Background: an optimization exercise with open tools, aiming at small area, a short achievable clock period and few clock cycles per item. Do not read the settings as production practice.
No functional check of the RTL was part of this run.
Power figures rest on the tool's default switching activity, not on a simulated workload.

==> flow/run.sh <==
#!/bin/bash
# synth_recipe.tcl (not shown) runs the flow's synth.tcl, then flattens the netlist and writes it again
# the make line also repeats each setting of config.mk as NAME=value (left out here)
make -C /OpenROAD-flow-scripts/flow DESIGN_CONFIG=/design/flow/config.mk WORK_HOME=/design/flow/orfs CLKGATE_MAP_FILE= SYNTH_SCRIPT=/design/flow/synth_recipe.tcl finish
==> flow/config.mk <==
export PLATFORM = sky130hd
export DESIGN_NAME = cursor_line_editor_top
export DESIGN_NICKNAME = cursor_line_editor_top
export VERILOG_FILES = /design/flow/design.v
export SDC_FILE = /design/flow/constraint.sdc
export NUM_CORES = 4
export LEC_CHECK = 0
export CAP_MARGIN = 20
export CORE_MARGIN = 2
export CORE_UTILIZATION = 25
export PLACE_DENSITY = 0.45
export SLEW_MARGIN = 20
==> flow/constraint.sdc <==
create_clock -name core_clock -period 4.5 [get_ports {clk}]
set_input_delay 0.9000 -clock core_clock [delete_from_list [all_inputs] [get_ports {clk}]]
set_output_delay 0.9000 -clock core_clock [all_outputs]
set_load 0.01 [all_outputs]
==> flow/design.v <==
package cle_pkg;
	typedef struct packed {
		logic       func;
		logic [7:0] key_code;
	} in_word_t;
	typedef struct packed {
		logic [7:0] char_out;
		logic       char_valid;
		logic       last;
		logic [7:0] cursor_char;
		logic       overflow;
	} out_word_t;
	localparam logic FUNC_KEY  = 1'b0;
	localparam logic FUNC_READ = 1'b1;
	localparam logic [7:0] KEY_LEFT  = 8'h3C;  
	localparam logic [7:0] KEY_RIGHT = 8'h3E;  
	localparam logic [7:0] KEY_DEL   = 8'h23;  
	localparam logic [7:0] KEY_BKSP  = 8'h40;  
	localparam logic [7:0] KEY_HOME  = 8'h5E;  
	localparam logic [7:0] KEY_END   = 8'h24;  
	localparam logic [7:0] AT_END_CH = 8'h30;  
endpackage
module cursor_line_editor_top #(
	parameter int LINE_CAPACITY = 64
) (
	input  logic        clk,
	input  logic        arst_n,
	input  logic        req_valid,
	output logic        req_stall,
	input  logic [8:0]  req_word,
	output logic        rsp_valid,
	input  logic        rsp_stall,
	output logic [18:0] rsp_word
);
	localparam int N  = LINE_CAPACITY;
	localparam int AW = $clog2(N);
	localparam int LW = $clog2(N + 1);
	logic          rv_q;
	logic [8:0]    rw_q;
	logic [7:0]    cells [N];
	logic [LW-1:0] len_q;
	logic [LW-1:0] cur_q;
	logic          ovf_q;
	logic          busy_q;
	logic          first_q;
	logic [AW-1:0] ptr_q;
	logic          rsp_valid_q;
	logic [18:0]   rsp_q;
	logic [7:0] key;
	logic is_read, k_left, k_right, k_del, k_bksp, k_home, k_end, k_ins;
	assign is_read = rw_q[8];
	assign key     = rw_q[7:0];
	assign k_left  = (key == cle_pkg::KEY_LEFT);
	assign k_right = (key == cle_pkg::KEY_RIGHT);
	assign k_del   = (key == cle_pkg::KEY_DEL);
	assign k_bksp  = (key == cle_pkg::KEY_BKSP);
	assign k_home  = (key == cle_pkg::KEY_HOME);
	assign k_end   = (key == cle_pkg::KEY_END);
	assign k_ins   = !(k_left | k_right | k_del | k_bksp | k_home | k_end);
	logic at_end, at_zero, full;
	assign at_end  = (cur_q == len_q);
	assign at_zero = (cur_q == '0);
	assign full    = (len_q == LW'(N));
	logic ek, er;
	assign ek = rv_q && !busy_q && !is_read;
	assign er = rv_q && !busy_q && is_read;
	logic do_ins, do_del, do_bk;
	assign do_ins = ek && k_ins && !full;
	assign do_del = ek && k_del && !at_end;
	assign do_bk  = ek && k_bksp && !at_zero;
	logic [N:0] ge;
	always_comb begin
		for (int i = 0; i <= N; i++) ge[i] = (LW'(i) >= cur_q);
	end
	logic [N-1:0] s_l, s_k, s_r, s_h;
	always_comb begin
		for (int i = 0; i < N; i++) begin
			s_l[i] = do_ins && (i > 0) && ge[i > 0 ? i - 1 : 0];
			s_k[i] = do_ins && ge[i] && ((i == 0) || !ge[i > 0 ? i - 1 : 0]);
			s_r[i] = (do_del && ge[i]) || (do_bk && ge[i + 1]);
			s_h[i] = !(s_l[i] || s_k[i] || s_r[i]);
		end
	end
	always_ff @(posedge clk) begin
		for (int i = 0; i < N; i++) begin
			cells[i] <= ({8{s_l[i]}} & cells[i > 0 ? i - 1 : 0]) |
			            ({8{s_k[i]}} & key) |
			            ({8{s_r[i]}} & cells[i < N - 1 ? i + 1 : N - 1]) |
			            ({8{s_h[i]}} & cells[i]);
		end
	end
	logic          act, first, out_free, load, last;
	logic [AW-1:0] rptr, raddr;
	logic [7:0]    rdata, ch;
	assign out_free = !rsp_valid_q || !rsp_stall;
	assign act      = busy_q || er;
	assign first    = er || first_q;
	assign rptr     = busy_q ? ptr_q : '0;
	assign raddr    = first ? cur_q[AW-1:0] : rptr;
	assign rdata    = cells[raddr];
	assign ch       = first ? cells[0] : rdata;
	assign load     = act && out_free;
	assign last     = (LW'(rptr) + LW'(1) >= len_q);
	assign req_stall = rv_q && busy_q;
	assign rsp_valid = rsp_valid_q;
	assign rsp_word  = rsp_q;
	always_ff @(posedge clk or negedge arst_n) begin
		if (!arst_n) begin
			rv_q        <= 1'b0;
			len_q       <= '0;
			cur_q       <= '0;
			ovf_q       <= 1'b0;
			busy_q      <= 1'b0;
			first_q     <= 1'b0;
			ptr_q       <= '0;
			rsp_valid_q <= 1'b0;
		end else begin
			if (req_valid && !req_stall) rv_q <= 1'b1;
			else if (rv_q && !busy_q) rv_q <= 1'b0;
			if (load) rsp_valid_q <= 1'b1;
			else if (!rsp_stall) rsp_valid_q <= 1'b0;
			if (act) begin
				busy_q  <= !(load && last);
				first_q <= first && !load;
				ptr_q   <= load ? rptr + AW'(1) : rptr;
				if (load && first) ovf_q <= 1'b0;
			end
			if (ek) begin
				if (k_left && !at_zero) cur_q <= cur_q - LW'(1);
				if (k_right && !at_end) cur_q <= cur_q + LW'(1);
				if (k_home) cur_q <= '0;
				if (k_end) cur_q <= len_q;
				if (do_del) len_q <= len_q - LW'(1);
				if (do_bk) begin
					len_q <= len_q - LW'(1);
					cur_q <= cur_q - LW'(1);
				end
				if (do_ins) begin
					len_q <= len_q + LW'(1);
					cur_q <= cur_q + LW'(1);
				end
				if (k_ins && full) ovf_q <= 1'b1;
			end
		end
	end
	always_ff @(posedge clk) begin
		if (req_valid && !req_stall) rw_q <= req_word;
		if (load) begin
			rsp_q[18:11] <= (len_q == '0) ? 8'h00 : ch;
			rsp_q[10]    <= (len_q != '0);
			rsp_q[9]     <= last;
			if (first) begin
				rsp_q[8:1] <= at_end ? cle_pkg::AT_END_CH : rdata;
				rsp_q[0]   <= ovf_q;
			end
		end
	end
endmodule
==> impl_metrics.yaml <==
run_status:
  status: "complete, no violations"
setup_path:
  critPathCaptureType: "flip-flop"
  crit_path_start_kind: "flip-flop"
  arrival_ns: 4.95
  path_class: "reg2reg"
  path_common_cell: "buf_4"
  cp_slowest_stage_delay_ns: 1.05
  cp_max_fo: 11
  crit_chain: "buf_4 -> nand3b_1 -> nand3_1 -> buf_4 -> nand4_2 -> nor2_1 -> a22oi_1 -> nand2_1 -> nor4_1 -> buf_4 -> nor4b_2 -> buf_4 -> a21oi_1"
  worst_path_max_delay_cell: "nor2_1"
  critical_path_required_ns: 5.06
grt:
  antenna_found_initial: 41
  grt_max_degree: 45
  grt_pass1_wl_um: 298900
  grt_pass1_vias: 31720
  overflow: 0
  grt_use_total: 0.3459
clocking:
  cts_resized: 0
  postCtsSetupRepairBufs: 0
  tritoncts: "yes"
  clockBufferDepth: 3
  clk_latency_ns: 0.73
  cts_buffers: 70
  cts_root_buf: "clkbuf_16"
  cts.sinks: 565
  cts_hold_buf: 0
  cts.clk_slew.worst_paths_ns: 0.06
  cts_htree_levels: 3
routing:
  dr.first_iter.drc_count: 5703
  routed_wl_um: 224900
  wl_per_cell_um: 42.81
  vias_per_cell: 6.588
  ant_nets: 0
  drtPass1Iterations: 10
  drt_drc_violations_left: 0
  num_vias: 34600
synth:
  syn_area_mm2: 0.03078
  yosys_warnings: 2
  yosysUniqueCellTypes: 91
  ys_dominant_reg_cell: "dfxtp_1"
  ys_ff_latch: 565
  synth-edff-count: 28
  ys_seq_area_frac: 0.3807
  async_flop_share: 0.04425
  syn-num-nets: 3457
  syn_avg_cell_area_um2: 8.988
  postSynthCellCount: 3424
sta:
  timing.final.crit_share: 0.9750
  rsz0062_at_grt: "no"
  hold_violations: 0
  fin_tns_setup_ns: 0
  clock.fmax_mhz: 227.9
  max_slew_margin: 0.1809
  setup_violations: 0
  drv_slew: 0
  period_needed_ns: 4.388
  fin_skew_ns: 0.03618
  tightest_slew_ns: 1.224
placed_design:
  numPortBuffers: 33
  dp.cells: 5124
  dp_hpwl_um: 179400
  gp_congestion: 1.117
floorplanning:
  die_area_mm2: 0.1259
  ios: 34
  rows: 128
  coreArea_mm2: 0.1220
  start_util: 0.2522
  die_h_um: 354.9
  die_w_um: 354.9
power:
  power.total_uw: 26910
  p_leak_uw: 0.01351
  ir_drop_v: 0.0003739
  power.density_mw_per_mm2: 736.3
flow_run:
  max-cap-violations: 0
cells_and_area:
  final_common_cell: "dfxtp_1"
  utilization: 0.2994
  area_growth_pct: 18.74
  final_cell_mix: "512 x dfxtp_1, 416 x nand2_1, 396 x a221o_1"
  final_cells: 5252
  nNetsFinal: 3604
  drive_above_1_share: 0.1441
  fill_cells: 12950
worst_hold_path:
  min_path_type: "reg2reg"
-- cells in the mapped netlist, drive strengths merged (20+ instances only) --
cell type | count | share of area
o22ai | 32 | 0.0079
nand4 | 54 | 0.014
a22o | 341 | 0.097
inv | 20 | 0.0024
a222oi | 26 | 0.0085
nor2 | 223 | 0.030
buf | 96 | 0.018
nand3 | 171 | 0.028
o21ai | 75 | 0.012
dfxtp | 512 | 0.33
nor3 | 65 | 0.014
and2 | 30 | 0.0061
nor4 | 23 | 0.0053
clkbuf | 135 | 0.017
a22oi | 180 | 0.044
nand2 | 424 | 0.052
dfrtp | 25 | 0.020
a221o | 396 | 0.13
edfxtp | 28 | 0.027
a221oi | 54 | 0.016
and3 | 46 | 0.0095
a21oi | 220 | 0.036
-- path summary, 6_finish.rpt --
| check | slack [ns] | cells after the start | to | start |
|---|---|---|---|---|
| worst min register to register | 0.45 | 0 | rsp_q[0] | ovf_q |
| worst max register to register | 0.11 | 13 | rsp_q[15] | first_q |
| max in group asynchronous | 3.38 | 2 | cur_q[3] | arst_n |
| worst min-delay path | 0.45 | 0 | rsp_q[0] | ovf_q |
| worst max-delay path | 0.11 | 13 | rsp_q[15] | first_q |
| min in group asynchronous | 0.49 | 1 | ptr_q[0] | arst_n |
-- metrics by stage --
step	cell area (µm²)	hold WS [ns]	setup WS, ns
after floorplan	30780	0.4249	0.8920
after global placement	34280	0.4429	0.1583
after detailed placement	34320	0.4419	0.1747
after CTS	36520	0.4552	0.1713
after global routing	36540	0.4797	0.1315
final	36540	0.4548	0.1123
-- sequential cells by signal, summed over array words and instances (netlist names) --
register / flops
rw_q: 9
rv_q: 1
len_q: 7
rsp_q: 19
first_q: 1
rsp_valid_q: 1
cur_q: 7
busy_q: 1
ovf_q: 1
ptr_q: 6
cells: 512
-- cell families after synthesis --
logic type / share of synthesized area
adder cells (fa/ha/maj): 0.008375
XOR/XNOR: 0.005976
flip-flops: 0.3807
AO/OA/AOI/OAI: 0.3868
AND/OR/NAND/NOR: 0.1766
multiplexers: 0.004919
buffers and inverters: 0.03671
-- per-layer routing --
layer	track usage	up-vias	part of all wire
met1	0.4718	17740	0.43
met3	0.08359	445	0.096
met4	0.1755	28	0.058
met5	0	-	0.00080
li1	-	14220	-
met2	0.5046	2173	0.42
-- area by class of cell --
cell class | count | area [µm²] | share of cell area
Multi-Input combinational cell | 2608 | 18050 | 0.4938
Sequential cell | 565 | 11720 | 0.3207
Timing Repair Buffer | 306 | 2455 | 0.06718
Tap cell | 1625 | 2033 | 0.05564
Clock buffer | 100 | 1976 | 0.05406
Clock inverter | 23 | 225.2 | 0.006163
Inverter | 20 | 77.57 | 0.002123
Antenna cell | 5 | 12.51 | 0.0003424
-- critical path, delay by kind of cell, from the launching register on --
family,cells,cell delay (ns)
AOI/OAI and AO/OA,2,0.37
and+or+nand+nor,7,2.56
DFF,1,0.50
buffers and inverters,4,0.81
-- power breakdown --
part           switching (µW)  leakage (µW)  internal [µW]
Sequential               5150       0.00476           6980
Combinational            5730       0.00767           3380
Clock                    2480       0.00108           3180
Total                   13400        0.0135          13500

## what the ideal ports hide
The flow's constraints put no driver on any port. The routed layout listed below was extracted and timed again, unchanged, in two steps.
Step 1: set_driving_cell puts a clkbuf_16 on clk and a buf_2 on each other input, an assumption about the parent block.
Step 2 moves the port delays by t, midway between the first and last clock arrival at a register: inputs arrive t later, outputs are due t later. That takes back most of the time a late clock gives input paths.
a / b / c = ideal / step 1 / step 2; a / b = the first two.
t (ns): 0.780
setup slack, ns: 0.112 / 0.112 / 0.112
worst slew at a driven data input, ns: 0.04
After both steps this run still meets setup and hold. For this run, drivers alone change the setup slack by 0.000 ns; drivers and shift together by 0.000 ns.
